Context: an optimization exercise on an open-source flow, tuned for small area, a short achievable clock period and few clock cycles. The choices shown serve that exercise and are no tape-out recipe.
The RTL was checked by simulation tests, not by an equivalence proof against the original design.
Power is estimated from default activity; no workload was simulated.

red:
## exu_top
module exu_top
(
    input  wire logic                 clk,
    input  wire logic                 reset,
    input  wire logic                 dec_op_vld,
    output logic                      dec_op_rdy,
    input  wire logic                 dec_unit,
    input  wire logic [dec_op_w-1:0]  dec_op,
    input  wire logic                 dec_use_imm,
    input  wire logic [reg_idx_w-1:0] dec_rd_idx,
    input  wire logic [xlen-1:0]      dec_pc,
    input  wire logic [xlen-1:0]      dec_imm,
    input  wire logic [xlen-1:0]      rs1_rdata,
    input  wire logic [xlen-1:0]      rs2_rdata,
    output logic                      gpr_wbck_vld,
    input  wire logic                 gpr_wbck_rdy,
    output logic [reg_idx_w-1:0]      gpr_wbck_idx,
    output logic [xlen-1:0]           gpr_wbck_wdata,
    output logic                      pipe_flush_req,
    input  wire logic                 pipe_flush_ack,
    output logic [xlen-1:0]           pipe_flush_pc_op1,
    output logic [xlen-1:0]           pipe_flush_pc_op2
);
Settings: LEC_CHECK=0, CAP_MARGIN=40, CORE_MARGIN=2, CORE_UTILIZATION=40, SETUP_SLACK_MARGIN=4.5, SLEW_MARGIN=40, TNS_END_PERCENT=0; clock period 9.0 ns.
standard.sh (not shown) runs the stock make flow with config.mk's settings and CLKGATE_MAP_FILE= SYNTH_SCRIPT=/design/flow/synth_recipe.tcl, a recipe that flattens the netlist after the stock synthesis.
==> flow/flow/run.sh <==
#!/bin/bash
# Standard ORFS layout, with the port buffers made from the smallest plain buffer.
set -euo pipefail
export BUFFER_PORTS_ARGS="-buffer_cell sky130_fd_sc_hd__buf_1"
bash standard.sh > standard_flow.log 2>&1
red went all the way through the flow, and no timing, DRC or antenna check failed.
Testbench counts of red, summed over its fixed seeds: cycles 17,772.
What blue does differently from red at the input level:
- setting PLACE_DENSITY to 0.8 for the first time
Findings:
Status | blue and red | clean
Summary of blue over red: mux contribution to synthesized area held, share of cell area taken by flip-flops and latches shows no meaningful change, global-route usage went up by 2.3 points, transition time at the pin with the least slew margin rose by 0.22 ns.
Of blue and red, red shows the higher arrival time at the worst endpoint, with blue below it.
Worst hold slack for blue: 0.038 ns down relative to red
blue ended with more power than red.
red -> blue: routed metal-1 wire length decreased by a little under 10%

Another version of the RTL of exu_top (not shown whole).
Size: roughly 100 flip-flops, about 250 I/O pins, about 9900 um^2 of cells after synthesis.
==> flow/config.mk <==
export PLATFORM = sky130hd
export DESIGN_NAME = exu_top
export DESIGN_NICKNAME = exu_top
export VERILOG_FILES = /design/flow/design.v
export SDC_FILE = /design/flow/constraint.sdc
export NUM_CORES = 4
export LEC_CHECK = 0
export CAP_MARGIN = 40
export CORE_MARGIN = 2
export CORE_UTILIZATION = 40
export CTS_BUF_LIST = sky130_fd_sc_hd__clkbuf_8
export GPL_TIMING_DRIVEN = 0
export SETUP_SLACK_MARGIN = 4.5
export SLEW_MARGIN = 40
export TNS_END_PERCENT = 0
==> flow/constraint.sdc <==
create_clock -name core_clock -period 9.0 [get_ports {clk}]
set_input_delay 1.8000 -clock core_clock [delete_from_list [all_inputs] [get_ports {clk}]]
set_output_delay 1.8000 -clock core_clock [all_outputs]
set_load 0.01 [all_outputs]
Scripts as last shown in full above: flow/flow/run.sh
The starting point went through all stages and came out clean.
Testbench counts at the start, summed over its fixed seeds: cycles 17,772.
Then changed:
ABC_AREA = 1   (was default)
CAP_MARGIN = 20   (was 40)
CTS_BUF_LIST = sky130_fd_sc_hd__clkbuf_8 sky130_fd_sc_hd__clkbuf_16   (was sky130_fd_sc_hd__clkbuf_8)
GPL_TIMING_DRIVEN = default   (was 0)
SLEW_MARGIN = 20   (was 40)
Result: The new run passed the timing, DRC and antenna checks. Routed wire length went up by about a fifth. Design area grows by a little under a tenth. Utilization increases by 2.1 points. Worst hold slack gets worse by 31 ps. Total power is higher by a little under a tenth. Synthesized area came out higher by a few percent. Die area is higher by a few percent.
Then changed:
ABC_AREA = default   (was 1)
CAP_MARGIN = 5   (was 20)
CTS_BUF_LIST = sky130_fd_sc_hd__clkbuf_8   (was sky130_fd_sc_hd__clkbuf_8 sky130_fd_sc_hd__clkbuf_16)
SLEW_MARGIN = 5   (was 20)
=> Critical path depth falls by 2. Setup slack is worse by 450 ps. Wire length is lower by 19%. Sequential power climbs by about 1%. Die area falls by 3.2%. Via count is lower by 21%. Synthesized area fell by 3.3%. Hold slack barely changes. First-iteration DRC count went down by 29%.

[afterwards: timing with drivers on the ports]
The flow's constraints put no driver on any port. The routed layouts listed below were extracted and timed again, unchanged, in two steps. Step 1 (the two cells are an assumption about what drives the block):
set clk [get_ports {clk}]
set_driving_cell -lib_cell sky130_fd_sc_hd__clkbuf_16 $clk
set_driving_cell -lib_cell sky130_fd_sc_hd__buf_2 [delete_from_list [all_inputs] $clk]
Step 2 times the ports against the registers' clock, not the clock port: input delays grow and output delays shrink by t, the midpoint of the rising clock arrivals with the driver on. Slacks: ideal / step 1 / step 2; pairs: ideal / step 1.
| run | t (ns) | setup WS [ns] | pins driven straight from the clock port |
|---|---|---|---|
| red | 0.408 | 3.782 / 3.780 / 3.371 | 1 |
| blue | 0.415 | 3.810 / 3.805 / 3.390 | 1 |
| the first run of note 2 | 0.446 | 3.665 / 3.678 / 3.233 | 1 |
| the second run of note 2 | 0.422 | 4.351 / 4.345 / 3.923 | 1 |
| the third run of note 2 | 0.432 | 3.899 / 3.907 / 3.475 | 1 |
After both steps setup and hold are still met in every run listed. For the first run of note 2, which loses most, drivers alone change the setup slack by +0.013 ns; drivers and shift together by -0.432 ns.
